What follows belongs to an exercise in optimizing a design on an open flow for small area, a short achievable clock period and few clock cycles per item; a production flow would make more cautious choices.
RTL that was checked went through simulation tests only; none was proved equivalent to the original.
No functional check of the RTL was part of run 1. The clock port is modelled as an ideal driver; clocking choices that lean on that would not hold on a real chip.

==> flow/design.v <==
`default_nettype none
package fp_div_pkg;
    function automatic logic carry_out(input logic [23:0] g, input logic [23:0] p);
        logic [23:0] gt;
        logic [23:0] pt;
        gt = g;
        pt = p;
        for (int lvl = 0; lvl < 5; lvl++)
        begin
            for (int k = 0; k < 12; k++)
            begin
                if (2 * k + 1 < ((24 + (1 << lvl) - 1) >> lvl))
                begin
                    gt[k] = gt[2*k+1] | (pt[2*k+1] & gt[2*k]);
                    pt[k] = pt[2*k+1] & pt[2*k];
                end
                else if (2 * k < ((24 + (1 << lvl) - 1) >> lvl))
                begin
                    gt[k] = gt[2*k];
                    pt[k] = pt[2*k];
                end
            end
        end
        carry_out = gt[0];
    endfunction
    function automatic logic ge7(input logic [7:0] a, input logic [7:0] b);
        logic [7:0] ua;
        logic [7:0] ub;
        logic       c;
        ua = a ^ 8'h80;
        ub = b ^ 8'h80;
        c  = 1'b1;
        for (int i = 0; i < 8; i++)
            c = (ua[i] & ~ub[i]) | ((ua[i] | ~ub[i]) & c);
        ge7 = c;
    endfunction
    typedef logic [25-1:0] rem_t;
    typedef logic [13-1:0] dig_t;
    typedef logic signed [8+1:0] exp_t;
    function automatic logic [2:0] sel4(input logic signed [7:0] y, input logic [2:0] dh);
        logic signed [7:0] mn1;
        logic signed [7:0] m0;
        logic signed [7:0] m1;
        logic signed [7:0] m2;
        logic ge_n1;
        logic ge_0;
        logic ge_1;
        logic ge_2;
        case (dh)
            3'd0:         begin mn1 = -8'sd26; m2 = 8'sd25; end
            3'd1:         begin mn1 = -8'sd29; m2 = 8'sd28; end
            3'd2, 3'd3:   begin mn1 = -8'sd33; m2 = 8'sd32; end
            3'd4, 3'd5:   begin mn1 = -8'sd40; m2 = 8'sd38; end
            default:      begin mn1 = -8'sd45; m2 = 8'sd44; end
        endcase
        m0 = dh[2] ? -8'sd12 : -8'sd10;
        m1 = dh[2] ? 8'sd12 : 8'sd8;
        ge_n1 = ge7(y, mn1);
        ge_0  = ge7(y, m0);
        ge_1  = ge7(y, m1);
        ge_2  = ge7(y, m2);
        sel4 = {ge_1, (ge_1 & ~ge_2) | (ge_n1 & ~ge_0), ge_2 | ~ge_n1};
    endfunction
endpackage
`default_nettype wire
`default_nettype none
module fp_div_classify
(
    input  wire logic                        clk,
    input  wire logic                        reset,
    input  wire logic                        in_valid,
    input  wire logic [8+23:0] a,
    input  wire logic [8+23:0] b,
    output logic                             out_valid,
    output logic                             sign,
    output logic [8-1:0]             a_exp,
    output logic [8-1:0]             b_exp,
    output logic [25-1:0]             rem_s,
    output logic [6:0]                       rem_c_hi,
    output logic [23-1:0]             b_frac,
    output logic                             q1_two
);
    localparam int SIGN_BIT = 8 + 23;
    logic [2:0]           q1_sel;
    assign q1_sel = fp_div_pkg::sel4({4'b0001, a[23-1:23-4]},
                                     b[23-1:23-3]);
    always_ff @(posedge clk)
    begin
        if (reset)
            out_valid <= 1'b0;
        else
            out_valid <= in_valid;
    end
    always_ff @(posedge clk)
    begin
        sign   <= a[SIGN_BIT] ^ b[SIGN_BIT];
        a_exp  <= a[SIGN_BIT-1:23];
        b_exp  <= b[SIGN_BIT-1:23];
        rem_s  <= {2'b01, a[23-1:0]};
        rem_c_hi <= q1_sel[0] ? {1'b1, b[23-1:23-6]} : {2'b01, b[23-1:23-5]};
        b_frac <= b[23-1:0];
        q1_two <= q1_sel[0];
    end
endmodule
`default_nettype wire
`default_nettype none
module fp_div_mant_stage
#(
    parameter int FIRST = 2,    
    parameter int NROWS = 2
)
(
    input  wire logic                   clk,
    input  wire logic                   reset,
    input  wire logic                   in_valid,
    input  wire logic                   in_sign,
    input  wire logic [8:0]     in_ecode,
    input  wire logic [23-1:0]   in_b_frac,
    input  wire logic [25-1:0]   in_s,
    input  wire logic [25-1:0]   in_c,
    input  wire logic [13-1:0] in_qs,
    input  wire logic [13-1:0] in_q1,
    input  wire logic [13-1:0] in_q2,
    output logic                        out_valid,
    output logic                        out_sign,
    output logic [8:0]          out_ecode,
    output logic [23-1:0]        out_b_frac,
    output logic [25-1:0]        out_s,
    output logic [25-1:0]        out_c,
    output logic [13-1:0]   out_qs,
    output logic [13-1:0]   out_q1,
    output logic [13-1:0]   out_q2
);
    localparam int W = 25;
    localparam int PREV = (FIRST > 2) ? 13 + 1 - FIRST : 0;
    fp_div_pkg::rem_t d1;
    fp_div_pkg::rem_t d2;
    fp_div_pkg::rem_t s_n;
    fp_div_pkg::rem_t c_n;
    fp_div_pkg::rem_t s4;
    fp_div_pkg::rem_t c4;
    fp_div_pkg::rem_t x;
    fp_div_pkg::rem_t w1;
    logic             ce;
    fp_div_pkg::dig_t qs_n;
    fp_div_pkg::dig_t q1_n;
    fp_div_pkg::dig_t q2_n;
    logic [7:0] y;
    logic [2:0] q;
    assign d1 = {2'b01, in_b_frac};
    assign d2 = {1'b1, in_b_frac, 1'b0};
    always_comb
    begin
        s_n  = ~in_s;
        c_n  = ~in_c;
        if (FIRST == 2)
            s_n = in_s;
        if (FIRST > 2)
        begin
            s_n[0] = in_qs[PREV] ^ (in_q1[PREV] & in_b_frac[0]);
            s_n[1] = in_qs[PREV] ^ ((in_q1[PREV] & in_b_frac[1]) | (in_q2[PREV] & in_b_frac[0]));
            c_n[0] = in_qs[PREV];
        end
        qs_n = in_qs;
        q1_n = in_q1;
        q2_n = in_q2;
        for (int r = 0; r < NROWS; r++)
        begin
            y  = s_n[W-1:W-8] + c_n[W-1:W-8];
            q  = fp_div_pkg::sel4(y, in_b_frac[23-1:23-3]);
            if (FIRST + r == 2)
            begin
                w1 = s_n + c_n + fp_div_pkg::rem_t'(1);
                s4 = {w1[W-3:0], 2'b00};
                c4 = '0;
            end
            else
            begin
                s4 = {s_n[W-3:0], 2'b00};
                c4 = {c_n[W-3:0], 2'b00};
            end
            for (int i = 0; i < W; i++)
                x[i] = q[2] ^ ((q[1] & d1[i]) | (q[0] & d2[i]));
            c_n = '0;
            for (int i = 0; i < W; i += 2)
            begin
                s_n[i] = s4[i] ^ c4[i] ^ x[i];
                ce     = (s4[i] & c4[i]) | (s4[i] & x[i]) | (c4[i] & x[i]);
                if (i + 1 < W)
                begin
                    s_n[i+1] = s4[i+1] ^ x[i+1] ^ ce;
                    if (i + 2 < W)
                        c_n[i+2] = (s4[i+1] & x[i+1]) | (s4[i+1] & ce) | (x[i+1] & ce);
                end
            end
            c_n[0] = q[2];
            qs_n[13 - FIRST - r] = q[2];
            q1_n[13 - FIRST - r] = q[1];
            q2_n[13 - FIRST - r] = q[0];
        end
    end
    always_ff @(posedge clk)
    begin
        if (reset)
            out_valid <= 1'b0;
        else
            out_valid <= in_valid;
    end
    always_ff @(posedge clk)
    begin
        out_sign   <= in_sign;
        out_ecode  <= in_ecode;
        out_b_frac <= in_b_frac;
        out_s      <= ~s_n;
        out_c      <= ~c_n;
        out_qs     <= qs_n;
        out_q1     <= q1_n;
        out_q2     <= q2_n;
    end
endmodule
`default_nettype wire
`default_nettype none
module fp_div_pack
(
    input  wire logic                   clk,
    input  wire logic                   reset,
    input  wire logic                   in_valid,
    input  wire logic                   in_sign,
    input  wire logic [8:0]     in_ecode,
    input  wire logic [25-1:0]   in_s,    
    input  wire logic [25-1:0]   in_c,    
    input  wire logic [13-1:0] in_qs,
    input  wire logic [13-1:0] in_q1,
    input  wire logic [13-1:0] in_q2,
    output logic                        out_valid,
    output logic [8+23:0] result,
    output logic                        exception,
    output logic                        overflow,
    output logic                        underflow
);
    localparam int W = 25;
    localparam int QW = 2 * 13;
    logic [W-2:0]                 gg;
    logic [W-2:0]                 pp;
    logic                         cin_top;
    logic                         neg;
    logic [QW-1:0]                qpos;
    logic [QW-1:0]                qneg;
    logic [QW-1:0]                qsum;
    logic [25-1:0]        qall;
    logic [25-1:0]        quot;
    logic                         norm_hi;
    logic [23-1:0]         frac;
    logic                         special;
    logic [8-1:0]         ev;
    logic [8-1:0]         exp_res;
    logic                         exc;
    logic                         zero;
    logic                         ovf;
    logic                         unf;
    logic [8+23:0] result_next;
    always_comb
    begin
        gg = in_s[W-2:0] & in_c[W-2:0];
        pp = in_s[W-2:0] | in_c[W-2:0];
        gg[0] = pp[0];
        cin_top = fp_div_pkg::carry_out(gg, pp);
    end
    assign neg = ~(in_s[W-1] ^ in_c[W-1] ^ cin_top);
    always_comb
    begin
        for (int i = 0; i < 13; i++)
        begin
            qpos[2*i +: 2] = in_qs[i] ? {in_q2[i], in_q1[i]} : 2'b00;
            qneg[2*i +: 2] = in_qs[i] ? 2'b00 : {in_q2[i], in_q1[i]};
        end
        qpos[QW-1 -: 2] = {in_q2[13-1], ~in_q2[13-1]};
        qneg[QW-1 -: 2] = 2'b00;
    end
    assign qsum = qpos + ~qneg;
    always_comb
    begin
        qall[0] = 1'b1;
        for (int i = 1; i < 25; i++)
            qall[i] = qall[i-1] & qsum[i-1];
    end
    assign quot = qsum[25-1:0] ^ (qall & {25{~neg}});
    assign norm_hi = quot[25-1];
    assign frac    = norm_hi ? quot[25-2:1] : quot[25-3:0];
    assign special = in_ecode[8];
    assign ev      = in_ecode[8-1:0];
    assign exp_res = norm_hi ? ev + 8'(1) : ev;
    assign exc  = special & ev[1] & ev[0];
    assign zero = special & ev[1] & ~ev[0];
    assign ovf  = special ? (~ev[1] & ev[0])  : (norm_hi & (ev == 8'(255 - 1)));
    assign unf  = special ? (~ev[1] & ~ev[0]) : (~norm_hi & (ev == '0));
    always_comb
    begin
        if (exc)
            result_next = '1;
        else if (zero || unf)
            result_next = {in_sign, {(8 + 23){1'b0}}};
        else if (ovf)
            result_next = {in_sign, {8{1'b1}}, {23{1'b0}}};
        else
            result_next = {in_sign, exp_res, frac};
    end
    always_ff @(posedge clk)
    begin
        if (reset)
        begin
            out_valid <= 1'b0;
            exception <= 1'b0;
            overflow  <= 1'b0;
            underflow <= 1'b0;
        end
        else
        begin
            out_valid <= in_valid;
            exception <= in_valid && exc;
            overflow  <= in_valid && ovf;
            underflow <= in_valid && unf;
        end
    end
    always_ff @(posedge clk)
    begin
        result <= result_next;
    end
endmodule
`default_nettype wire
`default_nettype none
module fp_div_top
(
    input  wire logic                        clk,
    input  wire logic                        reset,
    input  wire logic                        in_valid,
    input  wire logic [8+23:0] a,
    input  wire logic [8+23:0] b,
    output logic                             out_valid,
    output logic [8+23:0]     result,
    output logic                             exception,
    output logic                             overflow,
    output logic                             underflow
);
    localparam int NST = 12;
    localparam int R   = 1;
    logic                  st_valid  [0:NST];
    logic                  st_sign   [0:NST];
    logic [8-1:0]  st_a_exp;
    logic [8-1:0]  st_b_exp;
    logic                  st_exc;
    logic                  st_zero;
    fp_div_pkg::exp_t      st_exp_lo;
    logic [8:0]    st_ecode  [0:NST];
    logic [23-1:0]  st_b_frac [0:NST];
    fp_div_pkg::rem_t      st_s      [0:NST];
    fp_div_pkg::rem_t      st_c      [0:NST];
    fp_div_pkg::dig_t      st_qs     [0:NST];
    fp_div_pkg::dig_t      st_q1     [0:NST];
    fp_div_pkg::dig_t      st_q2     [0:NST];
    logic                  q1_two;
    logic [6:0]            rem_c_hi;
    fp_div_classify u_classify
    (
        .clk       (clk),
        .reset     (reset),
        .in_valid  (in_valid),
        .a         (a),
        .b         (b),
        .out_valid (st_valid[0]),
        .sign      (st_sign[0]),
        .a_exp     (st_a_exp),
        .b_exp     (st_b_exp),
        .rem_s     (st_s[0]),
        .rem_c_hi  (rem_c_hi),
        .b_frac    (st_b_frac[0]),
        .q1_two    (q1_two)
    );
    assign st_c[0]  = {rem_c_hi, q1_two ? {st_b_frac[0][23-7:0], 1'b0} : st_b_frac[0][23-6:0]};
    assign st_qs[0] = '0;
    assign st_q1[0] = '0;
    assign st_q2[0] = {q1_two, {(13-1){1'b0}}};
    assign st_exc    = (&st_a_exp) || (&st_b_exp) || (st_b_exp == '0);
    assign st_zero   = (st_a_exp == '0);
    assign st_exp_lo = fp_div_pkg::exp_t'({2'b00, st_a_exp}) - fp_div_pkg::exp_t'({2'b00, st_b_exp})
                       + fp_div_pkg::exp_t'(127 - 1);
    always_comb
    begin
        if (st_exc)
            st_ecode[0] = {1'b1, 8'(3)};
        else if (st_zero)
            st_ecode[0] = {1'b1, 8'(2)};
        else if (st_exp_lo >= fp_div_pkg::exp_t'(255))
            st_ecode[0] = {1'b1, 8'(1)};
        else if (st_exp_lo < fp_div_pkg::exp_t'(0))
            st_ecode[0] = {1'b1, 8'(0)};
        else
            st_ecode[0] = {1'b0, st_exp_lo[8-1:0]};
    end
    for (genvar i = 0; i < NST; i++)
    begin : g_div
        localparam int FIRST = 2 + i * R;
        localparam int NROWS = (13 + 1 - FIRST < R) ? 13 + 1 - FIRST : R;
        fp_div_mant_stage
        #(
            .FIRST (FIRST),
            .NROWS (NROWS)
        )
        u_stage
        (
            .clk        (clk),
            .reset      (reset),
            .in_valid   (st_valid[i]),
            .in_sign    (st_sign[i]),
            .in_ecode   (st_ecode[i]),
            .in_b_frac  (st_b_frac[i]),
            .in_s       (st_s[i]),
            .in_c       (st_c[i]),
            .in_qs      (st_qs[i]),
            .in_q1      (st_q1[i]),
            .in_q2      (st_q2[i]),
            .out_valid  (st_valid[i+1]),
            .out_sign   (st_sign[i+1]),
            .out_ecode  (st_ecode[i+1]),
            .out_b_frac (st_b_frac[i+1]),
            .out_s      (st_s[i+1]),
            .out_c      (st_c[i+1]),
            .out_qs     (st_qs[i+1]),
            .out_q1     (st_q1[i+1]),
            .out_q2     (st_q2[i+1])
        );
    end
    fp_div_pack u_pack
    (
        .clk       (clk),
        .reset     (reset),
        .in_valid  (st_valid[NST]),
        .in_sign   (st_sign[NST]),
        .in_ecode  (st_ecode[NST]),
        .in_s      (st_s[NST]),
        .in_c      (st_c[NST]),
        .in_qs     (st_qs[NST]),
        .in_q1     (st_q1[NST]),
        .in_q2     (st_q2[NST]),
        .out_valid (out_valid),
        .result    (result),
        .exception (exception),
        .overflow  (overflow),
        .underflow (underflow)
    );
endmodule
`default_nettype wire
==> flow/flow/run.sh <==
#!/bin/bash
# Standard synthesis, then the standard layout with repair_timing aiming for
# extra setup slack (the SDC and the clock period are unchanged), and the
# smallest buffer on each port.
set -euo pipefail
bash standard.sh synth > synth.log 2>&1
bash standard.sh SETUP_SLACK_MARGIN=10.8 "BUFFER_PORTS_ARGS=-buffer_cell sky130_fd_sc_hd__buf_1" finish > layout.log 2>&1
==> flow/standard.sh <==
#!/bin/bash
# synth_recipe.tcl (not shown) runs the flow's synth.tcl, then flattens the netlist and writes it again
# the make line also repeats each setting of config.mk as NAME=value (left out here)
make -C /OpenROAD-flow-scripts/flow DESIGN_CONFIG=/design/flow/config.mk WORK_HOME=/design/flow/orfs CLKGATE_MAP_FILE= SYNTH_SCRIPT=/design/flow/synth_recipe.tcl "${@:-finish}"
==> flow/config.mk <==
export PLATFORM = sky130hd
export DESIGN_NAME = fp_div_top
export DESIGN_NICKNAME = fp_div_top
export VERILOG_FILES = /design/flow/design.v
export SDC_FILE = /design/flow/constraint.sdc
export NUM_CORES = 4
export LEC_CHECK = 0
export CAP_MARGIN = 20
export CORE_MARGIN = 2
export CORE_UTILIZATION = 40
export CTS_CLUSTER_DIAMETER = 150
export CTS_CLUSTER_SIZE = 26
export SLEW_MARGIN = 20
==> flow/constraint.sdc <==
create_clock -name core_clock -period 15.0 [get_ports {clk}]
set_input_delay 3.0000 -clock core_clock [delete_from_list [all_inputs] [get_ports {clk}]]
set_output_delay 3.0000 -clock core_clock [all_outputs]
set_load 0.01 [all_outputs]
==> impl_results.rst, run 1 <==
.. list-table::
   :header-rows: 1

   * - Metric
     - Value
   * - Relative area change from synthesis to final layout
     - 9.288%
   * - Largest net degree at the start of global routing
     - 27
   * - Element type at the critical path start
     - register
   * - Share of layout cells above drive strength 1
     - 6.848%
   * - Antenna Cells
     - 0
   * - Count of clock tree sinks
     - 1149
   * - Setup-violating endpoint count in the final report
     - 0
   * - R2r worst-path depth
     - 18
   * - Largest stage delay on the critical path
     - approximately 340 ps
   * - Count of routing violations after the opening detailed-route iteration
     - 919
   * - EDFF count, synth
     - 0
   * - Setup slack of the most critical reg-to-reg path
     - between 10000 and 15000 ps
   * - First-pass GRT wire length
     - approximately 120000 um
   * - Total placed instance area
     - 0.04442 mm^2
   * - Final total negative setup slack
     - 0 ps
   * - Slew Limit Headroom
     - 55.75%
   * - IO Port Bufs
     - 102
   * - Via count of the first global-routing pass
     - 25150
   * - Cell area after layout
     - 0.04644 mm^2
   * - TritonCTS clock tree
     - yes
   * - Chain of cells forming the critical path
     - buf_4
   * - Crit Path Class
     - reg -> out
   * - Clock Pin Slew Worst Setup and Hold Paths
     - 100 ps
   * - Proportion of register bits with asynchronous set or reset after synthesis
     - 0%
   * - Final Worst Setup Slack
     - 10870 ps
   * - Global router's overall resource usage
     - 13.58%
   * - Seq cells post-synth
     - 1149
   * - Synth Cell Area
     - 0.04249 mm^2
   * - Cell at the slowest stage of the critical path
     - sky130_fd_sc_hd__dfxtp_2
   * - Worst-case clock buffer depth
     - 3
   * - Synthesized area divided by synthesized cell count
     - 11.83 um^2
   * - Highest-count cells in the layout ignoring fill and taps
     - 1142 x sky130_fd_sc_hd__dfxtp_1, 380 x sky130_fd_sc_hd__xnor2_1, 258 x sky130_fd_sc_hd__a22oi_1
   * - Data arrival time of the critical path
     - 1130 ps
   * - Worst R2R Start
     - u_classify.rem_c_hi[6]
   * - Final cell utilization of the core
     - 44.11%
   * - CP Capture Type
     - primary output
   * - HPWL after detailed placement
     - 54660 um
   * - Required @ worst endpoint
     - roughly 12000 ps
   * - Worst r2r dst
     - g_div[0].u_stage.out_s[23]
   * - Post-synthesis instance total
     - 3593
   * - Via Count
     - ~25000
   * - Site row count
     - 119
   * - Total Die Area
     - 0.1088 mm^2
   * - Unrepaired setup endpoints after global routing
     - true
   * - Netlist cell types
     - between 80 and 90
   * - Height of the die
     - 329.9 um
   * - Final wirelength
     - 73000 um
   * - Die Wd
     - 329.9 um
   * - Total placed cells including tap cells
     - 4992
   * - Critical path buffer and inverter count
     - 1
   * - Num CTS Buffers
     - 50
   * - Register area share after synthesis
     - about 54%
   * - Worst Clk Skew
     - 30.19 ps
   * - Post-route worst hold slack
     - 321.3 ps
   * - Clock tree root buffer cell
     - sky130_fd_sc_hd__clkbuf_16
   * - Via-per-instance ratio
     - ~4.8
   * - Type of the worst min-delay path
     - reg -> reg
   * - Fin crit period
     - 4133 ps
   * - Net count after synthesis
     - 4000
   * - Origin of the worst min-delay path
     - g_div[10].u_stage.out_qs[5]
   * - Leading cell type in the layout, fill and taps excluded
     - sky130_fd_sc_hd__dfxtp_1
   * - Count of maximum capacitance violations
     - 0
   * - Worst Max-Slew Pin Slew
     - 645.3 ps
   * - Initial antenna violation count
     - 0
   * - Run status
     - no timing/DRC/antenna violations
   * - Max Clock Freq
     - 241.9 MHz
   * - Routed wirelength normalized by instance count
     - roughly 14 um
   * - Number of warnings reported in the yosys synthesis log
     - 41
   * - Crit Path Max Fanout
     - 1
   * - Hold buffer count at cts
     - 0
   * - Placement Setup Slack
     - 10150 ps
   * - Endpoints failing hold
     - 0
   * - First-pass DRT Iterations
     - 5
   * - DRC viols
     - 0
   * - Post-layout nets
     - 4084
   * - Global route total overflow
     - 0
   * - Placer's final routability congestion estimate
     - 0.7989
   * - Top-level I/O count
     - 103
   * - Leading register cell type out of synthesis
     - sky130_fd_sc_hd__dfxtp_1
   * - End of the worst hold path
     - g_div[11].u_stage.out_qs[5]
   * - Area of the placeable core
     - ~0.11 mm^2
   * - Fin crit share
     - ~28%
   * - Number of non-filler instances in the completed layout
     - 5071
   * - H-tree level count
     - 2
   * - Family with the most delay on the worst path
     - flip-flops
   * - Max-slew violation total from the final report
     - 0
   * - DRT antenna net count
     - 0
   * - Initial Util
     - 40.36%
   * - Cell count of the worst hold path
     - 0
   * - Clock insertion delay at the later pin of the skew report
     - roughly 660 ps
==> kinds of logic after synthesis <==
logic type,after synthesis,synth area share [%]
DFF,1149,54.14
and+or+nand+nor,491,5.839
adders and majority gates,349,14.36
muxes,48,1.137
xor gates and xnor gates,462,9.523
AOI/OAI and AO/OA,727,11.71
buffers and inverters,367,3.289
==> area by class of cell <==
cell class / count / area (um^2)
Clock buffer: 52 / 1290
Timing Repair Buffer: 150 / 872.1
Inverter: 248 / 952.2
Multi-Input combinational cell: 2078 / 18520
Fill cell: 9670 / 58830
Clock inverter: 3 / 52.55
Tap cell: 1391 / 1740
Sequential cell: 1149 / 23010
==> state kept, by name, summed over array words and instances (netlist names), 12 cells and up <==
name and cells:
g_div.u_stage.out_q2 90, g_div.u_stage.out_valid 12, g_div.u_stage.out_q1 78, g_div.u_stage.out_c 133, u_pack.result 32, g_div.u_stage.out_b_frac 253
u_classify.rem_s 23, g_div.u_stage.out_qs 78, g_div.u_stage.out_sign 12, g_div.u_stage.out_s 278, u_classify.b_frac 23, g_div.u_stage.out_ecode 108
==> cells in the mapped netlist (9+ instances only) <==
library cell | count | share of area (%)
sky130_fd_sc_hd__and3_1 | 9 | 0.13
sky130_fd_sc_hd__a21o_1 | 11 | 0.19
sky130_fd_sc_hd__nor3b_1 | 26 | 0.46
sky130_fd_sc_hd__o211ai_1 | 10 | 0.18
sky130_fd_sc_hd__mux2i_1 | 46 | 1.1
sky130_fd_sc_hd__a22oi_1 | 267 | 4.7
sky130_fd_sc_hd__buf_1 | 16 | 0.14
sky130_fd_sc_hd__o21ai_0 | 96 | 1.1
sky130_fd_sc_hd__nand2_1 | 106 | 0.94
sky130_fd_sc_hd__a31oi_1 | 20 | 0.29
sky130_fd_sc_hd__a21oi_1 | 141 | 1.7
sky130_fd_sc_hd__nand3_1 | 32 | 0.38
sky130_fd_sc_hd__nand4_1 | 11 | 0.16
sky130_fd_sc_hd__xor2_1 | 77 | 1.6
sky130_fd_sc_hd__or3_1 | 13 | 0.19
sky130_fd_sc_hd__dfxtp_1 | 1149 | 54
sky130_fd_sc_hd__a211oi_1 | 19 | 0.34
sky130_fd_sc_hd__and2_1 | 18 | 0.27
sky130_fd_sc_hd__nor2b_1 | 25 | 0.37
sky130_fd_sc_hd__inv_1 | 247 | 2.2
sky130_fd_sc_hd__fa_1 | 234 | 11
sky130_fd_sc_hd__o21bai_1 | 13 | 0.23
sky130_fd_sc_hd__o31ai_1 | 15 | 0.27
sky130_fd_sc_hd__xnor2_1 | 385 | 7.9
sky130_fd_sc_hd__nor2_1 | 146 | 1.3
sky130_fd_sc_hd__o22ai_1 | 16 | 0.24
sky130_fd_sc_hd__o21a_1 | 14 | 0.25
sky130_fd_sc_hd__ha_1 | 106 | 3.1
sky130_fd_sc_hd__nor4_1 | 12 | 0.18
sky130_fd_sc_hd__nor3_1 | 35 | 0.41
sky130_fd_sc_hd__o21ai_1 | 19 | 0.22
sky130_fd_sc_hd__or2_2 | 14 | 0.21
sky130_fd_sc_hd__clkbuf_1 | 98 | 0.87
sky130_fd_sc_hd__nand2b_1 | 15 | 0.22
==> worst max-delay path by stage <==
stage / depth (start not counted) / endpoint / start
after floorplan: 10 / u_classify.rem_c_hi[3] / b[21]
after global placement: 11 / u_classify.rem_c_hi[1] / b[21]
after detailed placement: 10 / u_classify.rem_c_hi[3] / b[22]
after CTS: 15 / g_div[9].u_stage.out_s[17] / g_div[8].u_stage.out_c[18]
after global routing: 17 / g_div[0].u_stage.out_s[19] / u_classify.rem_c_hi[6]
final: 1 / result[13] / u_pack.result[13]
==> what timing repair did <==
action                                  4_1_cts  5_1_grt
pin swaps                                     5       18
setup buffers                                 7       12
resized for setup                            59       61
endpoints found under the setup margin      155      205
cloned                                        4        1
==> routing by layer <==
| metal | up-vias | GRT usage, % | wire, um |
|---|---|---|---|
| met2 | 271 | 25.16 | 37370 |
| met3 | 99 | 1.663 | 1845 |
| li1 | 12240 | - | - |
| met1 | 11890 | 16.33 | 32050 |
| met5 | - | 0 | 0 |
| met4 | 0 | 4.150 | 1729 |
==> inputs of run 2 (changes only) <==
--- a/flow/design.v
+++ b/flow/design.v
@@ -80,8 +80,15 @@
     output logic [23-1:0]             b_frac,
-    output logic                             q1_two
+    output logic                             q1_is_two
 );
     localparam int SIGN_BIT = 8 + 23;
-    logic [2:0]           q1_sel;
-    assign q1_sel = fp_div_pkg::sel4({4'b0001, a[23-1:23-4]},
-                                     b[23-1:23-3]);
+    logic                 q1_two;
+    always_comb
+    begin
+        case (b[23-1:23-3])
+            3'd0:    q1_two = a[23-1];
+            3'd1:    q1_two = a[23-1] & a[23-2];
+            3'd2:    q1_two = &a[23-1:23-3];
+            default: q1_two = 1'b0;
+        endcase
+    end
     always_ff @(posedge clk)
@@ -99,5 +106,5 @@
         rem_s  <= {2'b01, a[23-1:0]};
-        rem_c_hi <= q1_sel[0] ? {1'b1, b[23-1:23-6]} : {2'b01, b[23-1:23-5]};
+        rem_c_hi <= q1_two ? {1'b1, b[23-1:23-6]} : {2'b01, b[23-1:23-5]};
         b_frac <= b[23-1:0];
-        q1_two <= q1_sel[0];
+        q1_is_two <= q1_two;
     end
@@ -376,3 +383,3 @@
         .b_frac    (st_b_frac[0]),
-        .q1_two    (q1_two)
+        .q1_is_two (q1_two)
     );
--- a/flow/config.mk
+++ b/flow/config.mk
@@ -10,4 +10,4 @@
 export CORE_UTILIZATION = 40
-export CTS_CLUSTER_DIAMETER = 150
-export CTS_CLUSTER_SIZE = 26
+export CTS_CLUSTER_DIAMETER = 100
+export CTS_CLUSTER_SIZE = 20
 export SLEW_MARGIN = 20
==> run 2 against run 1 <==
Still clean on timing, DRC and antenna. Non-clock buffer count shrank 2. Synthesized area grew 0.34%. Synthesized cell count grew 0.70%. Utilization grew 0.36 points. Design area grew 1.1%. Via count grew 0.73%. Critical path depth is the same. Sequential cell count is the same. Largest cell class unchanged.
==> impl_results.rst, run 2 <==
.. list-table::
   :header-rows: 1

   * - Metric
     - Value
   * - Area of the placeable core
     - approximately 0.11 mm^2
   * - Main area contributors after synthesis
     - sky130_fd_sc_hd__dfxtp_1 54%, sky130_fd_sc_hd__fa_1 11%, sky130_fd_sc_hd__xnor2_1 8.0%
   * - Via Count
     - 24680
   * - Total placed instance area
     - 0.04446 mm^2
   * - Flip-flop count of the largest register after layout
     - 278
   * - Post-synthesis instance total
     - 3618
   * - First-pass GRT wire length
     - 122100 um
   * - Top-level I/O count
     - 103
   * - Fin crit share
     - 27.46%
   * - TritonCTS clock tree
     - yes
   * - Post-layout nets
     - roughly 4100
   * - Total Die Area
     - approximately 0.11 mm^2
   * - Largest stage delay on the critical path
     - 320 ps
   * - Num CTS Buffers
     - between 60 and 70
   * - DRC viols
     - 0
   * - Slew Limit Headroom
     - 28.99%
   * - List of most frequent post-synthesis cells
     - 1149 x sky130_fd_sc_hd__dfxtp_1, 389 x sky130_fd_sc_hd__xnor2_1, 264 x sky130_fd_sc_hd__a22oi_1, 244 x sky130_fd_sc_hd__inv_1, 234 x sky130_fd_sc_hd__fa_1
   * - Most used standard cell by instance count after synthesis
     - sky130_fd_sc_hd__dfxtp_1
   * - CP Capture Type
     - primary output
   * - DRT antenna net count
     - 0
   * - Via-per-instance ratio
     - 4.825
   * - Highest-count cells in the layout ignoring fill and taps
     - 1146 x sky130_fd_sc_hd__dfxtp_1, 386 x sky130_fd_sc_hd__xnor2_1, 261 x sky130_fd_sc_hd__a22oi_1
   * - Height of the die
     - 330.5 um
   * - Clock insertion delay at the later pin of the skew report
     - 620 ps
   * - Register area share after synthesis
     - 53.95%
   * - Data arrival time of the critical path
     - 1120 ps
   * - Family with the most delay on the worst path
     - flip-flops
   * - Synth Cell Area
     - 0.04264 mm^2
   * - Leading register cell type out of synthesis
     - sky130_fd_sc_hd__dfxtp_1
   * - Global router's overall resource usage
     - 13.37%
   * - Count of maximum capacitance violations
     - 0
   * - Cell area after layout
     - around 0.047 mm^2
   * - Leading cell type in the layout, fill and taps excluded
     - sky130_fd_sc_hd__dfxtp_1
   * - Proportion of register bits with asynchronous set or reset after synthesis
     - 0%
   * - Worst Clk Skew
     - 20.25 ps
   * - EDFF count, synth
     - 0
   * - Worst-case clock buffer depth
     - 3
   * - Seq cells post-synth
     - 1149
   * - Clock tree root buffer cell
     - sky130_fd_sc_hd__clkbuf_16
   * - Count of clock tree sinks
     - 1149
   * - Global route total overflow
     - 0
   * - Required @ worst endpoint
     - ~12000 ps
   * - Hold buffer count at cts
     - 0
   * - Registers with the most flip-flops
     - g_div.u_stage.out_s (278), g_div.u_stage.out_b_frac (253), g_div.u_stage.out_c (133)
   * - Final wirelength
     - around 74000 um
   * - First-pass DRT Iterations
     - 7
   * - Routed wirelength normalized by instance count
     - 14.49 um
   * - Worst Max-Slew Pin Slew
     - 1054 ps
   * - Max-slew violation total from the final report
     - 0
   * - Crit Path Max Fanout
     - 1
   * - Proportion of netlist area held by the largest area contributor
     - 53.95%
   * - Crit Path Class
     - reg -> out
   * - Synthesized area divided by synthesized cell count
     - 11.78 um^2
   * - Largest net degree at the start of global routing
     - 27
   * - Element type at the critical path start
     - register
   * - Setup-violating endpoint count in the final report
     - 0
   * - Share of layout cells above drive strength 1
     - 6.660%
   * - Count of routing violations after the opening detailed-route iteration
     - 1375
   * - Site row count
     - 119
   * - Type of the worst min-delay path
     - reg -> reg
   * - Clock Pin Slew Worst Setup and Hold Paths
     - 80 ps
   * - Run status
     - no timing/DRC/antenna violations
   * - Cell at the slowest stage of the critical path
     - sky130_fd_sc_hd__dfxtp_1
   * - Initial antenna violation count
     - 0
   * - IO Port Bufs
     - 102
   * - Chain of cells forming the critical path
     - buf_1
   * - Netlist cell types
     - between 90 and 100
   * - Via count of the first global-routing pass
     - 24550
   * - Endpoints failing hold
     - 0
   * - Number of warnings reported in the yosys synthesis log
     - 41
   * - Critical path buffer and inverter count
     - 1
   * - HPWL after detailed placement
     - 54260 um
   * - Die Wd
     - around 330 um
   * - Fin crit period
     - about 4100 ps
   * - Max Clock Freq
     - between 200 and 250 MHz
   * - Initial Util
     - 40.39%
   * - H-tree level count
     - 3
   * - Register with the most flip-flops
     - g_div.u_stage.out_s
   * - Cell accounting for the most synthesized area
     - sky130_fd_sc_hd__dfxtp_1
   * - Unrepaired setup endpoints after global routing
     - true
   * - Relative area change from synthesis to final layout
     - 10.11%
   * - Final total negative setup slack
     - 0 ps
   * - Net count after synthesis
     - 4022
   * - Antenna Cells
     - 0
   * - Placer's final routability congestion estimate
     - 0.8304
[run 2: cell types whose count changed in the layout (fill, tap and decap cells not counted), sizes merged, moves of 6 or more]
cell,before,now
clkbuf,57,77
o21ai,117,129
a211oi,19,10
and2,19,11
a21boi,5,12
a31oi,20,27
and3,9,16
mux2i,46,39
o2111ai,8,1
a21o,11,17
nand2b,15,21
o41ai,3,9
[run 2: stage by stage]
step,hold WS (ps),util [%],instances,worst slack (ps)
after floorplan,309.6,-,3618,10810
after CTS,316.3,43.96,5094,10810
after global placement,309.9,42.11,5009,10650
final,319.2,44.47,5115,10880
after detailed placement,312.1,42.11,5009,10580
after global routing,327.7,44.47,5115,10690
[run 2: timing repair]
item / in CTS / in global routing
hold endpoints to repair: 0 / 0
cloned: 1 / 7
pin swaps: 3 / 28
resized for setup: 28 / 77
setup buffers: 5 / 14
setup endpoints to repair: 120 / 156
[run 2: path summary, 6_finish.rpt]
kind | depth (start not counted) | endpoint | slack [ps] | from
min reg2reg | 0 | g_div[11].u_stage.out_qs[9] | 320 | g_div[10].u_stage.out_qs[9]
max reg2reg | 17 | g_div[8].u_stage.out_s[17] | 10920 | g_div[7].u_stage.out_s[18]
min | 0 | g_div[11].u_stage.out_qs[9] | 320 | g_div[10].u_stage.out_qs[9]
max | 1 | result[10] | 10880 | u_pack.result[10]
[run 2: layer usage]
layer  share of wire, %  global-route usage, %  vias to the layer above
met5                  0                      0                        -
met3                3.2                  2.336                      103
met1                 47                  17.60                    11860
li1                   -                      -                    12370
met2                 48                  22.78                      345
met4                2.1                  3.335                        0
[run 2: cells by family after synthesis]
| logic type | Yosys count | synth area share (%) |
|---|---|---|
| simple gates | 506 | 6.013 |
| fa+ha+maj | 342 | 14.13 |
| xor+xnor | 468 | 9.649 |
| compound gates | 741 | 11.86 |
| buf+inv | 369 | 3.372 |
| flops | 1149 | 53.95 |
| mux | 43 | 1.030 |
[run 2: final cells by class]
cell class / count / area, um^2
sequential: 1149 / 23010
clock buffer: 70 / 1719
tap: 1391 / 1740
inverter: 245 / 919.6
multi-input combinational: 2103 / 18690
timing repair buffer: 148 / 775.7
fill: 9745 / 58620
clock inverter: 9 / 92.59
Testbench counts of run 2, summed over its fixed seeds: cycles 16,104, items 16,000.
==> inputs of run 3 (changes only) <==
--- a/flow/config.mk
+++ b/flow/config.mk
@@ -10,4 +10,4 @@
 export CORE_UTILIZATION = 40
-export CTS_CLUSTER_DIAMETER = 100
-export CTS_CLUSTER_SIZE = 20
+export CTS_CLUSTER_DIAMETER = 160
+export CTS_CLUSTER_SIZE = 32
 export SLEW_MARGIN = 20
==> run 3 against run 2 <==
Critical path type unchanged. Clock-buffer cell count decreased by 27. First-iteration DRC count decreased by 5.3%. Critical path depth unchanged. Critical endpoint unchanged.
==> impl_results.rst, run 3 <==
.. list-table::
   :header-rows: 1

   * - Metric
     - Value
   * - Final total negative setup slack
     - 0 ps
   * - Clock Pin Slew Worst Setup and Hold Paths
     - 120 ps
   * - Worst R2R Start
     - g_div[7].u_stage.out_s[18]
   * - Worst-case clock buffer depth
     - 3
   * - Number of fill cells
     - a little under 10000
   * - Die Wd
     - 330.5 um
   * - Leading cell type in the layout, fill and taps excluded
     - sky130_fd_sc_hd__dfxtp_1
   * - DRT antenna net count
     - 0
   * - Placer's final routability congestion estimate
     - 0.8304
   * - Global router's overall resource usage
     - around an eighth
   * - Relative area change from synthesis to final layout
     - 8.369%
   * - Height of the die
     - 330.5 um
   * - Proportion of register bits with asynchronous set or reset after synthesis
     - 0%
   * - CP Capture Type
     - primary output
   * - Global route total overflow
     - 0
   * - Leading register cell type out of synthesis
     - sky130_fd_sc_hd__dfxtp_1
   * - Total Die Area
     - 0.1092 mm^2
   * - First-pass GRT wire length
     - around 120000 um
   * - Initial antenna violation count
     - 0
   * - HPWL after detailed placement
     - 54260 um
   * - Cell at the slowest stage of the critical path
     - sky130_fd_sc_hd__dfxtp_1
   * - Number of warnings reported in the yosys synthesis log
     - 41
   * - Registers with the most flip-flops
     - g_div.u_stage.out_s (278), g_div.u_stage.out_b_frac (253), g_div.u_stage.out_c (133)
   * - Routed wirelength normalized by instance count
     - 14.34 um
   * - Count of maximum capacitance violations
     - 0
   * - Final wirelength
     - 72880 um
   * - Worst Max-Slew Pin Slew
     - 848.8 ps
   * - Chain of cells forming the critical path
     - buf_1
   * - Type of the worst min-delay path
     - reg -> reg
   * - Required @ worst endpoint
     - 12000 ps
   * - EDFF count, synth
     - 0
   * - First-pass DRT Iterations
     - 5
   * - List of most frequent post-synthesis cells
     - 1149 x sky130_fd_sc_hd__dfxtp_1, 389 x sky130_fd_sc_hd__xnor2_1, 264 x sky130_fd_sc_hd__a22oi_1, 244 x sky130_fd_sc_hd__inv_1, 234 x sky130_fd_sc_hd__fa_1
   * - Max Clock Freq
     - 242.4 MHz
   * - Worst Clk Skew
     - 28.78 ps
   * - Count of clock tree sinks
     - 1149
   * - Initial Util
     - 40.39%
   * - Max-slew violation total from the final report
     - 0
   * - Final cell utilization of the core
     - 43.77%
   * - Setup slack of the most critical reg-to-reg path
     - 10930 ps
   * - Register area share after synthesis
     - 53.95%
   * - Slew Limit Headroom
     - 42.82%
   * - Count of routing violations after the opening detailed-route iteration
     - roughly 1300
   * - Clock insertion delay at the later pin of the skew report
     - 620 ps
   * - Post-layout nets
     - 4094
   * - Crit Path Max Fanout
     - 1
   * - Flip-flop count of the largest register after layout
     - 278
   * - Run status
     - no timing/DRC/antenna violations
   * - Via count of the first global-routing pass
     - 24340
   * - Critical path buffer and inverter count
     - 1
   * - Register with the most flip-flops
     - g_div.u_stage.out_s
   * - Post-synthesis instance total
     - 3618
   * - Fin crit period
     - 4126 ps
   * - IO Port Bufs
     - 102
   * - Seq cells post-synth
     - approximately 1100
   * - Data arrival time of the critical path
     - 1130 ps
   * - Net count after synthesis
     - 4022
   * - Site row count
     - 119
   * - Most used standard cell by instance count after synthesis
     - sky130_fd_sc_hd__dfxtp_1
   * - Critical path launch point
     - u_pack.result[10]
   * - Main area contributors after synthesis
     - sky130_fd_sc_hd__dfxtp_1 54%, sky130_fd_sc_hd__fa_1 11%, sky130_fd_sc_hd__xnor2_1 8.0%
   * - Cell accounting for the most synthesized area
     - sky130_fd_sc_hd__dfxtp_1
   * - Netlist cell types
     - 98
   * - FF/Latch Area
     - 0.02301 mm^2
   * - Highest-count cells in the layout ignoring fill and taps
     - 1146 x sky130_fd_sc_hd__dfxtp_1, 387 x sky130_fd_sc_hd__xnor2_1, 262 x sky130_fd_sc_hd__a22oi_1
   * - Origin of the worst min-delay path
     - g_div[8].u_stage.out_ecode[2]
   * - Via-per-instance ratio
     - 4.823
   * - Clock tree root buffer cell
     - sky130_fd_sc_hd__clkbuf_16
   * - Fin crit share
     - approximately 28%
   * - Crit Path Class
     - reg -> out
   * - H-tree level count
     - 2
   * - Num CTS Buffers
     - 41
   * - Proportion of netlist area held by the largest area contributor
     - 53.95%
   * - Largest net degree at the start of global routing
     - 33
   * - Antenna Cells
     - 0
   * - Setup-violating endpoint count in the final report
     - 0
   * - Endpoints failing hold
     - 0
   * - Element type at the critical path start
     - register
   * - Area of the multi-input gates
     - 0.01864 mm^2
   * - Synth Cell Area
     - 0.04264 mm^2
   * - Top-level I/O count
     - 103
   * - Via Count
     - 24520
   * - DRC viols
     - 0
   * - Hold buffer count at cts
     - 0
   * - Largest stage delay on the critical path
     - 330 ps
   * - Area of the placeable core
     - 0.1056 mm^2
   * - TritonCTS clock tree
     - yes
   * - Unrepaired setup endpoints after global routing
     - true
   * - Family with the most delay on the worst path
     - flip-flops
   * - Share of layout cells above drive strength 1
     - 5.634%
   * - Synthesized area divided by synthesized cell count
     - 11.78 um^2
## run 3: per-stage QoR
step	area [um^2]	instances	setup WS (ps)	hold slack (ps)
floorplan	42670	3618	10810	309.6
global placement	44460	5009	10650	309.9
detailed placement	44460	5009	10580	312.1
CTS	45680	5060	10800	308.5
global route	46200	5083	10680	318.9
finish	46200	5083	10870	313.6
## run 3: final cells by class
| cell class | instances | share of cell area (%) |
|---|---|---|
| clock buffers | 43 | 2.329 |
| clock inverters | 2 | 0.02979 |
| inverters | 245 | 1.990 |
| multi-input cells | 2103 | 40.34 |
| flip-flops and latches | 1149 | 49.80 |
| well taps | 1391 | 3.767 |
| repair buffers | 150 | 1.747 |
## run 3: final timing paths
path                                   endpoint  cells after the start
setup / recovery                     result[10]                      1
hold reg to reg   g_div[9].u_stage.out_ecode[2]                      0
setup reg to reg     g_div[8].u_stage.out_s[15]                     16
hold / removal    g_div[9].u_stage.out_ecode[2]                      0
## run 3: kinds of logic after synthesis
kind of cell	Yosys count	synth area share [%]
compound gates	741	11.86
xor+xnor	468	9.649
fa+ha+maj	342	14.13
buf+inv	369	3.372
flops	1149	53.95
mux	43	1.030
simple gates	506	6.013
## run 3: timing repair
action                                  4_1_cts  5_1_grt
setup buffers                                 5       16
endpoints found under the hold margin         0        0
gates cloned                                  1        7
gates resized for setup                      31       67
endpoints found under the setup margin      123      169
pin swaps                                     3       16
## run 3: routing by layer
metal  track usage [%]  share of wire [%]  vias up
met2             22.70                 48      320
met3             1.545                2.7       83
met4             3.158                2.0        0
li1                  -                  -    12300
met1             17.57                 47    11820
met5                 0                  0        -
==> inputs of run 4 (changes only) <==
--- a/flow/config.mk
+++ b/flow/config.mk
@@ -10,4 +10,5 @@
 export CORE_UTILIZATION = 40
-export CTS_CLUSTER_DIAMETER = 160
-export CTS_CLUSTER_SIZE = 32
+export CTS_BUF_LIST = sky130_fd_sc_hd__clkbuf_16 sky130_fd_sc_hd__clkbuf_8 sky130_fd_sc_hd__clkbuf_4
+export CTS_CLUSTER_DIAMETER = 150
+export CTS_CLUSTER_SIZE = 26
 export SLEW_MARGIN = 20
==> run 4 against run 3 <==
Critical path type unchanged. Setup slack improved by 0.90 ps. Highest routed layer unchanged. Critical endpoint is now result[5]. Final cell count barely moved. Still clean on timing, DRC and antenna. Hold slack got worse by 3.0 ps.
==> impl_results.rst, run 4 <==
.. list-table::
   :header-rows: 1

   * - Metric
     - Value
   * - Type of the worst min-delay path
     - reg -> reg
   * - Count of clock tree sinks
     - 1149
   * - Crit Path Max Fanout
     - 1
   * - Data arrival time of the critical path
     - 1130 ps
   * - Worst R2R Start
     - u_classify.rem_c_hi[6]
   * - Slew Limit Headroom
     - 38.97%
   * - Compound-cell area share of the yosys netlist
     - between 10% and 20%
   * - Area of the placeable core
     - 0.1056 mm^2
   * - Total Die Area
     - 0.1092 mm^2
   * - Number of fill cells
     - 9814
   * - Dominant combinational cell family by area after synthesis
     - adder cells
   * - Number of warnings reported in the yosys synthesis log
     - 41
   * - Hold buffer count at cts
     - 0
   * - Worst Max-Slew Pin Slew
     - 905.9 ps
   * - Main area contributors after synthesis
     - sky130_fd_sc_hd__dfxtp_1 54%, sky130_fd_sc_hd__fa_1 11%, sky130_fd_sc_hd__xnor2_1 8.0%
   * - Share of layout cells above drive strength 1
     - 5.927%
   * - Xor/xnor cell area share of the yosys netlist
     - under 10%
   * - Post-Synth Simple-Gate Area
     - 6.013%
   * - Proportion of register bits with asynchronous set or reset after synthesis
     - 0%
   * - Top sig layer
     - met4
   * - Post-layout nets
     - 4097
   * - Leading register cell type out of synthesis
     - sky130_fd_sc_hd__dfxtp_1
   * - Met1 Routed Length
     - 34740 um
   * - IO Port Bufs
     - 102
   * - Seq cells post-synth
     - 1149
   * - First-pass GRT wire length
     - 121000 um
   * - Global router's overall resource usage
     - 13.15%
   * - HPWL after detailed placement
     - 54260 um
   * - TritonCTS clock tree
     - yes
   * - Synthesized area divided by synthesized cell count
     - about 12 um^2
   * - Antenna Cells
     - 0
   * - Fin crit period
     - slightly above 4000 ps
   * - Element type at the critical path start
     - register
   * - Most used standard cell by instance count after synthesis
     - sky130_fd_sc_hd__dfxtp_1
   * - Via Count
     - 24430
   * - List of most frequent post-synthesis cells
     - 1149 x sky130_fd_sc_hd__dfxtp_1, 389 x sky130_fd_sc_hd__xnor2_1, 264 x sky130_fd_sc_hd__a22oi_1, 244 x sky130_fd_sc_hd__inv_1, 234 x sky130_fd_sc_hd__fa_1
   * - Initial Util
     - between 40% and 50%
   * - Capturing element of the worst setup path
     - result[5]
   * - Final total negative setup slack
     - 0 ps
   * - Routed wirelength normalized by instance count
     - roughly 14 um
   * - Clock tree root buffer cell
     - sky130_fd_sc_hd__clkbuf_16
   * - Die Wd
     - 330.5 um
   * - Fin crit share
     - between 20% and 30%
   * - First-pass DRT Iterations
     - 5
   * - Crit Path Class
     - reg -> out
   * - Leading cell type in the layout, fill and taps excluded
     - sky130_fd_sc_hd__dfxtp_1
   * - Worst-case clock buffer depth
     - 3
   * - Critical path launch point
     - u_pack.result[5]
   * - Setup slack of the most critical reg-to-reg path
     - 10930 ps
   * - Post-synthesis instance total
     - 3618
   * - Chain of cells forming the critical path
     - buf_2
   * - Setup-violating endpoint count in the final report
     - 0
   * - Via-per-instance ratio
     - 4.802
   * - Run status
     - no timing/DRC/antenna violations
   * - EDFF count, synth
     - 0
   * - Synth Cell Area
     - 0.04264 mm^2
   * - Final wirelength
     - roughly 73000 um
   * - Largest net degree at the start of global routing
     - 27
   * - Site row count
     - 119
   * - Max-slew violation total from the final report
     - 0
   * - Initial antenna violation count
     - 0
   * - DRC viols
     - 0
   * - Required @ worst endpoint
     - 12000 ps
   * - Clock Pin Slew Worst Setup and Hold Paths
     - 110 ps
   * - Registers with the most flip-flops
     - g_div.u_stage.out_s (278), g_div.u_stage.out_b_frac (253), g_div.u_stage.out_c (133)
   * - Via count of the first global-routing pass
     - around 24000
   * - Count of routing violations after the opening detailed-route iteration
     - 1272
   * - Worst r2r dst
     - g_div[0].u_stage.out_s[23]
   * - CP Capture Type
     - primary output
   * - Height of the die
     - 330.5 um
   * - Routed wire length on met3
     - 2010 um
   * - DRT antenna net count
     - 0
   * - Proportion of netlist area held by the largest area contributor
     - 53.95%
   * - Arithmetic-cell share of the synthesized area counting full adders, half adders and majority gates
     - 14.13%
   * - Flip-flop count of the largest register after layout
     - 278
   * - Highest-count cells in the layout ignoring fill and taps
     - 1144 x sky130_fd_sc_hd__dfxtp_1, 387 x sky130_fd_sc_hd__xnor2_1, 263 x sky130_fd_sc_hd__a22oi_1
   * - Max Clock Freq
     - 242.4 MHz
   * - Num CTS Buffers
     - 50
   * - H-tree level count
     - 2
   * - Final cell utilization of the core
     - 43.95%
   * - Family with the most delay on the worst path
     - flip-flops
   * - Count of maximum capacitance violations
     - 0
   * - Cell accounting for the most synthesized area
     - sky130_fd_sc_hd__dfxtp_1
   * - Net count after synthesis
     - 4022
   * - Mux contribution to synthesized area
     - 1.030%
   * - Netlist cell types
     - 98
   * - Register area share after synthesis
     - 53.95%
   * - Unrepaired setup endpoints after global routing
     - true
   * - Clock insertion delay at the later pin of the skew report
     - about 640 ps
   * - Global route total overflow
     - 0
   * - Largest stage delay on the critical path
     - 360 ps
   * - Number of gates on the worst path with buffers counted
     - 1
   * - Register with the most flip-flops
     - g_div.u_stage.out_s
   * - Endpoints failing hold
     - 0
   * - Relative area change from synthesis to final layout
     - 8.827%
   * - Sum of met2 wire segment lengths after detailed routing
     - 35080 um
   * - Placer's final routability congestion estimate
     - around 0.83
   * - R2r worst-path depth
     - 17
   * - Cell at the slowest stage of the critical path
     - sky130_fd_sc_hd__dfxtp_2
   * - Worst Clk Skew
     - 30.49 ps
   * - Critical path buffer and inverter count
     - 1
   * - Top-level I/O count
     - 103
-- run 4: what timing repair did --
action	CTS	global route
buffers inserted	5	10
gates cloned	1	7
setup endpoints to repair	131	166
pin swaps	3	23
resized for setup	38	71
endpoints found under the hold margin	0	0
-- run 4: per-stage QoR --
stage                     instance area (um^2)  instances  setup WS, ps  hold slack [ps]
after floorplan                          42670       3618         10810            309.6
after global placement                   44460       5009         10650            309.9
after detailed placement                 44460       5009         10580            312.1
after CTS                                45940       5069         10800            319.4
after global routing                     46400       5086         10670            330.0
final                                    46400       5086         10880            310.6
-- run 4: worst min path at each step --
| stage | endpoint | start | cells past startpoint |
|---|---|---|---|
| 6_report | g_div[11].u_stage.out_q1[9] | g_div[10].u_stage.out_q1[9] | 0 |
| 5_1_grt | g_div[3].u_stage.out_sign | g_div[2].u_stage.out_sign | 0 |
| 4_1_cts | g_div[11].u_stage.out_q1[9] | g_div[10].u_stage.out_q1[9] | 0 |
| 3_5_place_dp | g_div[10].u_stage.out_ecode[3] | g_div[9].u_stage.out_ecode[3] | 0 |
| 3_3_place_gp | g_div[1].u_stage.out_ecode[7] | g_div[0].u_stage.out_ecode[7] | 0 |
| 2_1_floorplan | g_div[0].u_stage.out_sign | u_classify.sign | 0 |
-- run 4: area by class of cell --
cell class                 instances  area [um^2]  area share [%]
multi-input combinational       2103        18630           40.15
sequential                      1149        23010           49.59
clock inverter                     3        62.56          0.1348
tap                             1391         1740           3.751
timing repair buffer             144        758.2           1.634
inverter                         245        922.1           1.987
clock buffer                      51         1276           2.751
-- run 4: per-layer routing --
metal  track usage [%]  vias up
met5                 0        -
met4             3.030        0
met3             1.707       81
met2             22.65      297
met1             17.59    11750
li1                  -    12300
-- run 4: cell families after synthesis --
logic type      Yosys count
fa+ha+maj               342
mux                      43
compound gates          741
simple gates            506
xor+xnor                468
buf+inv                 369
flops                  1149
==> inputs of run 5 (changes only) <==
--- a/flow/config.mk
+++ b/flow/config.mk
@@ -10,3 +10,2 @@
 export CORE_UTILIZATION = 40
-export CTS_BUF_LIST = sky130_fd_sc_hd__clkbuf_16 sky130_fd_sc_hd__clkbuf_8 sky130_fd_sc_hd__clkbuf_4
 export CTS_CLUSTER_DIAMETER = 150
==> run 5 against run 4 <==
Via count did not move. Synthesized area did not move. Wire length did not move. Non-clock buffer count did not move. Die area did not move. Global-route usage did not move. Clock-buffer cell count did not move. Hold slack did not move. Setup slack did not move. Critical path depth did not move.
==> impl_results.rst, run 5 <==
.. list-table::
   :header-rows: 1

   * - Metric
     - Value
   * - Run status
     - no timing/DRC/antenna violations
   * - R2r worst-path depth
     - 17
   * - Largest net degree at the start of global routing
     - 27
   * - Registers with the most flip-flops
     - g_div.u_stage.out_s (278), g_div.u_stage.out_b_frac (253), g_div.u_stage.out_c (133)
   * - Cell count of the worst hold path
     - 0
   * - Height of the die
     - 330.5 um
   * - Antenna Cells
     - 0
   * - Worst Clk Skew
     - 30.49 ps
   * - Clock tree root buffer cell
     - sky130_fd_sc_hd__clkbuf_16
   * - List of most frequent post-synthesis cells
     - 1149 x sky130_fd_sc_hd__dfxtp_1, 389 x sky130_fd_sc_hd__xnor2_1, 264 x sky130_fd_sc_hd__a22oi_1, 244 x sky130_fd_sc_hd__inv_1, 234 x sky130_fd_sc_hd__fa_1
   * - Crit Path Class
     - reg -> out
   * - H-tree level count
     - 2
   * - Largest stage delay on the critical path
     - 360 ps
   * - Final total negative setup slack
     - 0 ps
   * - Post-route worst hold slack
     - between 300 and 400 ps
   * - Fin crit period
     - 4125 ps
   * - Top-level I/O count
     - 103
   * - Num CTS Buffers
     - 50
   * - End of the worst hold path
     - g_div[11].u_stage.out_q1[9]
   * - Worst R2R Start
     - u_classify.rem_c_hi[6]
   * - Area of the placeable core
     - 0.1056 mm^2
   * - Final wirelength
     - 73110 um
   * - Flip-flop count of the largest register after layout
     - 278
   * - Most used standard cell by instance count after synthesis
     - sky130_fd_sc_hd__dfxtp_1
   * - Crit Path Max Fanout
     - 1
   * - TritonCTS clock tree
     - yes
   * - Highest-count cells in the layout ignoring fill and taps
     - 1144 x sky130_fd_sc_hd__dfxtp_1, 387 x sky130_fd_sc_hd__xnor2_1, 263 x sky130_fd_sc_hd__a22oi_1
   * - Post-synthesis instance total
     - approximately 3600
   * - Origin of the worst min-delay path
     - g_div[10].u_stage.out_q1[9]
   * - Via-per-instance ratio
     - 4.802
   * - Family with the most delay on the worst path
     - flip-flops
   * - Type of the worst min-delay path
     - reg -> reg
   * - Global router's overall resource usage
     - about an eighth
   * - Total Die Area
     - 0.1092 mm^2
   * - Worst-case clock buffer depth
     - 3
   * - Post-layout nets
     - 4097
   * - CP Capture Type
     - primary output
   * - EDFF count, synth
     - 0
   * - Routed wirelength normalized by instance count
     - 14.37 um
   * - Leading cell type in the layout, fill and taps excluded
     - sky130_fd_sc_hd__dfxtp_1
   * - Initial antenna violation count
     - 0
   * - Proportion of netlist area held by the largest area contributor
     - 53.95%
   * - Count of clock tree sinks
     - 1149
   * - Max-slew violation total from the final report
     - 0
   * - Slew Limit Headroom
     - between 30% and 40%
   * - Leading register cell type out of synthesis
     - sky130_fd_sc_hd__dfxtp_1
   * - Hold buffer count at cts
     - 0
   * - Endpoints failing hold
     - 0
   * - Site row count
     - 119
   * - Via Count
     - 24430
   * - Required @ worst endpoint
     - 12000 ps
   * - Via count of the first global-routing pass
     - 24350
   * - Setup slack of the most critical reg-to-reg path
     - 10930 ps
   * - Die Wd
     - 330.5 um
   * - Number of warnings reported in the yosys synthesis log
     - 41
   * - Worst Max-Slew Pin Slew
     - between 900 and 1000 ps
   * - Unrepaired setup endpoints after global routing
     - true
   * - First-pass GRT wire length
     - 121000 um
   * - Main area contributors after synthesis
     - sky130_fd_sc_hd__dfxtp_1 54%, sky130_fd_sc_hd__fa_1 11%, sky130_fd_sc_hd__xnor2_1 8.0%
   * - Clock insertion delay at the later pin of the skew report
     - 640 ps
   * - HPWL after detailed placement
     - about 54000 um
   * - Synth Cell Area
     - between 0.04 and 0.05 mm^2
   * - Number of fill cells
     - 9814
   * - Cell at the slowest stage of the critical path
     - sky130_fd_sc_hd__dfxtp_2
   * - Critical path buffer and inverter count
     - 1
   * - Net count after synthesis
     - just over 4000
   * - Netlist cell types
     - 98
   * - Relative area change from synthesis to final layout
     - 8.827%
   * - Fin crit share
     - 27.50%
   * - Data arrival time of the critical path
     - 1130 ps
   * - Initial Util
     - approximately 40%
   * - Cell accounting for the most synthesized area
     - sky130_fd_sc_hd__dfxtp_1
   * - Placer's final routability congestion estimate
     - 0.8304
   * - Count of maximum capacitance violations
     - 0
   * - Register with the most flip-flops
     - g_div.u_stage.out_s
   * - Chain of cells forming the critical path
     - buf_2
   * - Clock Pin Slew Worst Setup and Hold Paths
     - 110 ps
   * - Max Clock Freq
     - 242.4 MHz
   * - Proportion of register bits with asynchronous set or reset after synthesis
     - 0%
   * - Seq cells post-synth
     - 1149
   * - Global route total overflow
     - 0
   * - Worst r2r dst
     - g_div[0].u_stage.out_s[23]
   * - DRC viols
     - 0
   * - Count of routing violations after the opening detailed-route iteration
     - around 1300
   * - Setup-violating endpoint count in the final report
     - 0
   * - DRT antenna net count
     - 0
   * - IO Port Bufs
     - 102
   * - Element type at the critical path start
     - register
   * - Synthesized area divided by synthesized cell count
     - 11.78 um^2
   * - First-pass DRT Iterations
     - 5
   * - Register area share after synthesis
     - ~54%
   * - Share of layout cells above drive strength 1
     - 5.927%
## run 5: cell counts after synthesis
No cell type changed its count.
## run 5: worst max path at each step
stage | startpoint | to | slack [ps] | depth (start not counted)
6_report | u_pack.result[5] | result[5] | 10880 | 1
5_1_grt | u_classify.rem_c_hi[6] | g_div[0].u_stage.out_s[23] | 10670 | 18
4_1_cts | u_pack.result[5] | result[5] | 10800 | 1
3_5_place_dp | g_div[11].u_stage.out_q1[3] | u_pack.result[18] | 10580 | 11
3_3_place_gp | u_classify.rem_c_hi[6] | g_div[0].u_stage.out_s[11] | 10650 | 16
2_1_floorplan | u_classify.rem_c_hi[6] | g_div[0].u_stage.out_s[23] | 10810 | 18
## run 5: what timing repair did
| item | in CTS | in global routing |
|---|---|---|
| pin swaps | 3 | 23 |
| endpoints found under the setup margin | 131 | 166 |
| gates resized for setup | 38 | 71 |
| cloned | 1 | 7 |
| setup buffers | 5 | 10 |
## run 5: kinds of logic (layout without fill, tap and decap cells)
logic type / after synthesis / count (layout) / synth area share [%]
XOR/XNOR: 468 / 468 / 9.649
adder cells (fa/ha/maj): 342 / 342 / 14.13
flip-flops: 1149 / 1149 / 53.95
buffers and inverters: 369 / 443 / 3.372
multiplexers: 43 / 44 / 1.030
AO/OA/AOI/OAI: 741 / 741 / 11.86
AND/OR/NAND/NOR: 506 / 508 / 6.013
## run 5: layout make-up
class | instances | area [um^2] | area share [%]
Sequential cell | 1149 | 23010 | 49.59
Multi-Input combinational cell | 2103 | 18630 | 40.15
Tap cell | 1391 | 1740 | 3.751
Clock buffer | 51 | 1276 | 2.751
Inverter | 245 | 922.1 | 1.987
Timing Repair Buffer | 144 | 758.2 | 1.634
Clock inverter | 3 | 62.56 | 0.1348
## run 5: stage by stage
stage	area (um^2)	utilization [%]	std cells	worst slack, ps
after CTS	45940	43.52	5069	10800
final	46400	43.95	5086	10880
after detailed placement	44460	42.11	5009	10580
after global routing	46400	43.95	5086	10670
after global placement	44460	42.11	5009	10650
after floorplan	42670	-	3618	10810
## run 5: layer usage
layer / GRT usage (%) / up-vias / wire length (um)
li1: - / 12300 / -
met1: 17.59 / 11750 / 34740
met2: 22.65 / 297 / 35080
met3: 1.707 / 81 / 2010
met4: 3.030 / 0 / 1280
met5: 0 / - / 0

static timing again, ports no longer ideal:
The flow's constraints put no driver on any port. The routed layouts listed below were extracted and timed again, unchanged, in two steps.
Step 1 sets driving cells, clkbuf_16 on the clock port and buf_2 on the other inputs (assumed; they add their load-dependent delay and slew).
Step 2 also shifts input and output timing later by t, the mid clock arrival at the registers, as if the neighbouring blocks saw the same clock.
a / b / c = ideal ports / drivers / drivers and shift; a / b = the first two.
| run | t, ns | setup WS [ns] | slew at the worst register clock pin (ns) | worst data-port slew with drivers (ns) |
|---|---|---|---|---|
| run 1 | 0.716 | 10.867 / 10.799 / 10.234 | 0.10 / 0.10 | 0.04 |
| run 2 | 0.678 | 10.881 / 10.817 / 10.920 | 0.08 / 0.08 | 0.05 |
| run 3 | 0.673 | 10.874 / 10.807 / 10.930 | 0.12 / 0.12 | 0.05 |
| run 4 | 0.686 | 10.875 / 10.809 / 10.934 | 0.11 / 0.11 | 0.05 |
| run 5 | 0.686 | 10.875 / 10.809 / 10.934 | 0.11 / 0.11 | 0.05 |
After both steps every run listed still meets setup and hold. For run 1, which loses most, drivers alone change the setup slack by -0.068 ns; drivers and shift together by -0.633 ns.
